Background: an optimization exercise with open tools, aiming at small area, a short achievable clock period and few clock cycles per item. Do not read the settings as production practice.
Only simulation tests tie the RTL to the original design; equivalence was not proved.

## hilo_unit_top
module hilo_unit_top (
    input  logic               clk,
    input  logic               rst,
    input  logic               op_valid,
    input  hilo_pkg::hilo_op_t op,
    input  hilo_pkg::word_t    rs_value,
    input  hilo_pkg::word_t    rt_value,
    output logic               div_busy,
    output logic               rd_valid,
    output hilo_pkg::word_t    rd_data
);
    logic [31:0] hi_q;
    logic [31:0] lo_q;
    logic [32:0] a_q;            
    logic [34:0] b_q;            
    logic [11:0] dig_q;          
    logic [1:0]  j_q;            
    logic        cin_q;          
    logic        aneg_q;         
    logic        qneg_q;
    logic        rneg_q;
    logic [63:0] s_q;
    logic [63:0] c_q;
    logic        busy_q;         
    logic        mul_q;          
    logic        first_q;        
    logic        setup_q;        
    logic        step_q;         
    logic [4:0]  cnt_q;          
    logic        wb_q;           
    logic        wbdiv_q;        
    logic        wbqn_q;         
    logic        wbrn_q;         
    logic        wbhi_q;         
    logic        wblo_q;         
    logic        wbsw_q;         
    logic        mvhi_q;         
    logic        mvlo_q;         
    logic acc;
    logic acc_mul;
    logic acc_div;
    logic acc_rd;
    logic op_sgn;
    assign acc      = op_valid && !div_busy && !rst;
    assign acc_mul  = acc && ((op[2:1] == 2'b00) || (op[2:1] == 2'b10));   
    assign acc_div  = acc && (op[2:1] == 2'b01);
  ...
For scale: roughly 100 I/O pins.
Settings: LEC_CHECK=0, ABC_CLOCK_PERIOD_IN_PS=4300, CAP_MARGIN=20, CORE_MARGIN=2, CORE_UTILIZATION=40, SETUP_SLACK_MARGIN=4.5, SLEW_MARGIN=20; clock period 9.0 ns.
run.sh (not shown) runs the stock make flow with config.mk's settings and CLKGATE_MAP_FILE= SYNTH_SCRIPT=/design/flow/synth_recipe.tcl, a recipe that flattens the netlist after the stock synthesis.
Testbench counts at the start, summed over its fixed seeds: cycles 6,524, items 4,660.
==> next run, changes <==
--- a/flow/design.v
+++ b/flow/design.v
@@ -1369,26 +1369,29 @@
             mvhi_q <= (op == hilo_pkg::op_mthi);
             mvlo_q <= (op == hilo_pkg::op_mtlo);
         end
         if (acc_mul) begin
             a_q   <= {op_sgn && mcand_in[31], mcand_in};
             b_q   <= {3'd0, mplier_in};
+            j_q   <= op[2] ? 2'd0 : t_in;
+            dig_q <= dig_d;
         end else if (acc_div) begin
             a_q     <= bneg_in ? {1'b1, rt_value} : ~{1'b0, rt_value};
             cin_q   <= !bneg_in;
             b_q     <= {3'd0, rs_value};
             aneg_q  <= aneg_in;
             qneg_q  <= op_sgn && (rs_value[31] ^ rt_value[31]);
             rneg_q  <= aneg_in;
+            za_q    <= za - {5'd0, aneg_in};     
+            nzb_q   <= {zb[5], ~zb[4:0]};    
+        end else if (mul_q) begin
+            j_q   <= j_nx;
+            dig_q <= dig_d;
         end else if (setup_q) begin
             b_q   <= d3;
         end
-        j_q   <= !acc_mul ? j_nx : op[2] ? 2'd0 : t_in;
-        dig_q <= dig_d;
-        za_q  <= za - {5'd0, aneg_in};           
-        nzb_q <= {zb[5], ~zb[4:0]};              
         if (setup_q) begin
             s_q <= norm;
         end else if (step_q) begin
             s_q <= {rem_nx, s_q[29:0], qd};
         end else begin
             s_q <= s_mul;
@@ -1460,16 +1463,16 @@
             end else begin
                 rq_v  <= v1;
                 rq_hi <= hi1;
                 rq_w  <= w1;
             end
         end
-        if (head_fwd) begin
-            rd_data_q <= rq_hi[0] ? hi_new : lo_new;
-        end else begin
+        if (head_rdy) begin
             rd_data_q <= rq_hi[0] ? hi_q : lo_q;
+        end else if (head_fwd) begin
+            rd_data_q <= rq_hi[0] ? hi_new : lo_new;
         end
     end
     assign rd_valid = rd_valid_q;
     assign rd_data  = rd_data_q;
     assign div_busy = (op[2:1] == 2'b11) ? blk_rd : blk_md;
 endmodule
Effect:
- The changed run finished with timing, DRC and antenna clean
- worst setup slack gains 0.059 ns
- first-iteration DRC count increases by 10%
- count of clock-buffer cells in the layout stays the same
- area after synthesis grows by 2.0%
- global-route usage rises by 0.85 points
- via count grows by 2.5%
- routed wire length rises by 4.0%
- die area climbs by 1.9%
- maximum frequency rose by 1.3%
- non-clock buffer count does not change
Testbench counts after the change, summed over its fixed seeds: cycles 6,524, items 4,660.

hilo_unit_top, a different RTL version from the one above (not shown whole).
For scale: about 4900 cells after synthesis, roughly 350 flip-flops, ~0.039 mm² of cells after synthesis.
==> flow/config.mk <==
export PLATFORM = sky130hd
export DESIGN_NAME = hilo_unit_top
export DESIGN_NICKNAME = hilo_unit_top
export VERILOG_FILES = /design/flow/design.v
export SDC_FILE = /design/flow/constraint.sdc
export NUM_CORES = 4
export LEC_CHECK = 0
export ABC_CLOCK_PERIOD_IN_PS = 4300
export CAP_MARGIN = 20
export CORE_MARGIN = 2
export CORE_UTILIZATION = 40
export SETUP_SLACK_MARGIN = 4.5
export SLEW_MARGIN = 20
==> flow/constraint.sdc <==
create_clock -name core_clock -period 9.0 [get_ports {clk}]
set_input_delay 1.8000 -clock core_clock [delete_from_list [all_inputs] [get_ports {clk}]]
set_output_delay 1.8000 -clock core_clock [all_outputs]
set_load 0.01 [all_outputs]
Testbench counts at the start, summed over its fixed seeds: cycles 7,086, items 4,660.
Change:
--- a/flow/design.v
+++ b/flow/design.v
@@ -963,20 +963,49 @@
         end
         for (int i = 0; i < 2; i++) begin
             v4[i]         = v3[2*i+1] | v3[2*i];
             n4[4*i +: 4]  = v3[2*i+1] ? {1'b0, n3[6*i+3 +: 3]} : {1'b1, n3[6*i +: 3]};
         end
         v5 = v4[1] | v4[0];
         n5 = v4[1] ? {1'b0, n4[7:4]} : {1'b1, n4[3:0]};
     end
     assign n = v5 ? {1'b0, n5} : 6'd32;
 endmodule
+module sk_add #(
+    parameter int W = 32
+) (
+    input  logic [W-1:0] a,
+    input  logic [W-1:0] b,
+    input  logic         cin,
+    output logic [W-1:0] s
+);
+    localparam int N = W + 1;              
+    localparam int L = $clog2(N);
+    logic [N-1:0] g [L+1];
+    logic [N-1:0] p [L+1];
+    always_comb begin
+        g[0] = {a & b, cin};
+        p[0] = {a ^ b, 1'b0};
+        for (int l = 0; l < L; l++) begin
+            for (int i = 0; i < N; i++) begin
+                if (((i >> l) & 1) == 1) begin
+                    g[l+1][i] = g[l][i] | (p[l][i] & g[l][((i >> l) << l) - 1]);
+                    p[l+1][i] = p[l][i] & p[l][((i >> l) << l) - 1];
+                end else begin
+                    g[l+1][i] = g[l][i];
+                    p[l+1][i] = p[l][i];
+                end
+            end
+        end
+    end
+    assign s = (a ^ b) ^ g[L][W-1:0];
+endmodule
 `timescale 1ns/10ps
 module hilo_unit_top (
     input  logic               clk,
     input  logic               rst,
     input  logic               op_valid,
     input  hilo_pkg::hilo_op_t op,
     input  hilo_pkg::word_t    rs_value,
     input  hilo_pkg::word_t    rt_value,
     output logic               div_busy,
     output logic               rd_valid,
@@ -1109,23 +1138,23 @@
     assign norm   = {32'd0, abs_a} << {skip4, 2'b00};
     assign d3     = {a_q[32], a_q[32], a_q} + {a_q[32], a_q, 1'b0} + {33'd0, cin_q, cin_q};
     assign steps0 = 5'd16 - {skip4, 1'b0};
     logic [35:0] sh2;
     logic [35:0] t1;
     logic [35:0] t2;
     logic [35:0] t3;
     logic [1:0]  qd;
     logic [31:0] rem_nx;
     assign sh2 = {2'b00, s_q[63:32], s_q[31:30]};
-    assign t1  = sh2 + {{3{a_q[32]}}, a_q} + {35'd0, cin_q};
-    assign t2  = sh2 + {{2{a_q[32]}}, a_q, cin_q} + {35'd0, cin_q};
-    assign t3  = sh2 + {b_q[34], b_q[34:0]};
+    sk_add #(.W(36)) u_t1 (.a(sh2), .b({{3{a_q[32]}}, a_q}),        .cin(cin_q), .s(t1));
+    sk_add #(.W(36)) u_t2 (.a(sh2), .b({{2{a_q[32]}}, a_q, cin_q}), .cin(cin_q), .s(t2));
+    sk_add #(.W(36)) u_t3 (.a(sh2), .b({b_q[34], b_q[34:0]}),      .cin(1'b0),  .s(t3));
     always_comb begin
         if (!t3[35]) begin
             qd     = 2'd3;
             rem_nx = t3[31:0];
         end else if (!t2[35]) begin
             qd     = 2'd2;
             rem_nx = t2[31:0];
         end else if (!t1[35]) begin
             qd     = 2'd1;
             rem_nx = t1[31:0];
@@ -1135,21 +1164,21 @@
         end
     end
     logic [64:0] wb_x;
     logic [64:0] wb_y;
     logic [64:0] wb_sum;
     logic [31:0] wb_hi;
     logic [31:0] wb_lo;
     assign wb_x   = wbdiv_q ? {s_q[63:32] ^ {32{wbrn_q}}, wbrn_q, s_q[31:0] ^ {32{wbqn_q}}}
                             : {s_q[63:32], 1'b1, s_q[31:0]};
     assign wb_y   = wbdiv_q ? {32'd0, wbrn_q, 32'd0} : {c_q[63:32], 1'b0, c_q[31:0]};
-    assign wb_sum = wb_x + wb_y + {64'd0, wbdiv_q && wbqn_q};
+    sk_add #(.W(65)) u_wb (.a(wb_x), .b(wb_y), .cin(wbdiv_q && wbqn_q), .s(wb_sum));
     assign wb_hi  = wb_sum[64:33];
     assign wb_lo  = wb_sum[31:0];
     logic eng_act;
     logic eng_act_q;             
     assign eng_act = eng_act_q;
     always_ff @(posedge clk) begin
         if (rst) begin
             busy_q  <= 1'b0;
             mul_q   <= 1'b0;
             first_q <= 1'b0;
Effect: Hold slack stays flat; critical path depth grows by 10; core utilization grows by 1.3 points; wire length shrinks by 2.9%; global-route usage grows by 0.56 points; cell area shrinks by 2.1%; setup slack gets worse by 63 ps; fmax shrinks by 1.4%.
Testbench counts after the change, summed over its fixed seeds: cycles 7,086, items 4,660.

## v6
hilo_unit_top, a different RTL version from the one above (not shown whole).
Size: roughly 4600 cells after synthesis, roughly 100 I/O pins, roughly 0.038 mm² of cells after synthesis.
export LEC_CHECK = 0
export ABC_CLOCK_PERIOD_IN_PS = 4300
export CAP_MARGIN = 20
export CORE_MARGIN = 2
export CORE_UTILIZATION = 40
export SETUP_SLACK_MARGIN = 4.5
export SLEW_MARGIN = 20
create_clock -name core_clock -period 9.0 [get_ports {clk}]
v6 | status: complete | timing, DRC, antenna: pass
Testbench counts of v6, summed over its fixed seeds: cycles 6,524, items 4,660.
Relative to v6, the following input files were edited for v7:
diff --git a/flow/design.v b/flow/design.v
--- a/flow/design.v
+++ b/flow/design.v
@@ -1393,36 +1393,39 @@
             wbsw_q  <= mul_q && mvhi_q;
         end
     end
     always_ff @(posedge clk) begin
         if (acc_mul) begin
             mvhi_q <= (op == hilo_pkg::op_mthi);
             mvlo_q <= (op == hilo_pkg::op_mtlo);
         end
         if (acc_mul) begin
             a_q   <= {op_sgn && mcand_in[31], mcand_in};
             b_q   <= {3'd0, mplier_in};
+            j_q   <= op[2] ? 2'd0 : t_in;
+            dig_q <= dig_d;
         end else if (acc_div) begin
             a_q     <= bneg_in ? {1'b1, rt_value} : ~{1'b0, rt_value};
             cin_q   <= !bneg_in;
             b_q     <= {3'd0, rs_value};
             aneg_q  <= aneg_in;
             qneg_q  <= op_sgn && (rs_value[31] ^ rt_value[31]);
             rneg_q  <= aneg_in;
+            za_q    <= za - {5'd0, aneg_in};     
+            nzb_q   <= {zb[5], ~zb[4:0]};    
+        end else if (mul_q) begin
+            j_q   <= j_nx;
+            dig_q <= dig_d;
         end else if (setup_q) begin
             b_q   <= d3;
         end
-        j_q   <= !acc_mul ? j_nx : op[2] ? 2'd0 : t_in;
-        dig_q <= dig_d;
-        za_q  <= za - {5'd0, aneg_in};           
-        nzb_q <= {zb[5], ~zb[4:0]};              
         if (setup_q) begin
             s_q <= norm;
         end else if (step_q) begin
             s_q <= {rem_nx, s_q[29:0], qd};
         end else begin
             s_q <= s_mul;
         end
         c_q <= mul_q ? c_mul : 64'd0;
         if (setup_q) begin
             cnt_q <= steps0;
         end else if (step_q) begin
@@ -1484,21 +1487,21 @@
             rd_valid_q <= head_go;
             if (acc_rd) begin
                 rq_v  <= v1 | ins;
                 rq_hi <= (hi1 & ~ins) | (ins & {3{op == hilo_pkg::op_mfhi}});
                 rq_w  <= (w1 & ~ins) | (ins & {3{eng_act}});
             end else begin
                 rq_v  <= v1;
                 rq_hi <= hi1;
                 rq_w  <= w1;
             end
         end
-        if (head_fwd) begin
-            rd_data_q <= rq_hi[0] ? hi_new : lo_new;
-        end else begin
+        if (head_rdy) begin
             rd_data_q <= rq_hi[0] ? hi_q : lo_q;
+        end else if (head_fwd) begin
+            rd_data_q <= rq_hi[0] ? hi_new : lo_new;
         end
     end
     assign rd_valid = rd_valid_q;
     assign rd_data  = rd_data_q;
-    assign div_busy = (op[2:1] == 2'b11) ? blk_rd : blk_md;
+    assign div_busy = blk_rd || (busy_q && !(op[2] && op[1]));
 endmodule
Notes after the runs:
Count of buffering cells on the critical path with inverters included (v7 over v6): decrease, 2. Between v7 and v6, the overall die width does not differ in any meaningful way. Relative to v6, the delay of the slowest cell on the worst path of v7 is higher by 230 ps. Number of buffers inserted by post-CTS setup repair: v7 > v6. Comparing v6 and v7, the higher ratio of final minimum period to clock period was measured on v6. Taking v7 as 1.0, v6 lands at 0.932 on sequential standard cell area. As far as sequential cell count goes, v6 and v7 are indistinguishable; the numbers are identical.
Testbench counts of v7, summed over its fixed seeds: cycles 6,524, items 4,660.

## static timing again, ports no longer ideal
Ports are ideal in the flow. The routed layouts listed here were re-timed in OpenROAD.
Step 1: set_driving_cell puts a clkbuf_16 on clk and a buf_2 on each other input, an assumption about the parent block.
Step 2, shift: input delay + t, output delay - t, t = (earliest + latest rising clock arrival at the registers) / 2. This alone moves slack from input paths to output paths.
Slacks: ideal ports / drivers / drivers and shift; pairs: ideal ports / drivers.
run | shift t [ns] | setup WS [ns] | worst setup path at the end | pins driven straight from the clock port
the first run of note 1 | 0.694 | 4.475 / 4.444 / 3.973 | input to register | 1
the second run of note 1 | 0.706 | 4.534 / 4.511 / 3.982 | input to register | 1
the first run of note 2 | 0.677 | 4.493 / 4.477 / 3.866 | input to register | 1
the second run of note 2 | 0.663 | 4.430 / 4.430 / 3.953 | input to register | 1
v6 | 0.674 | 4.399 / 4.332 / 3.977 | input to register | 1
v7 | 0.683 | 4.437 / 4.437 / 3.947 | input to register | 1
After both steps every run listed still meets setup and hold. For the first run of note 2, which loses most, drivers alone change the setup slack by -0.016 ns; drivers and shift together by -0.627 ns.
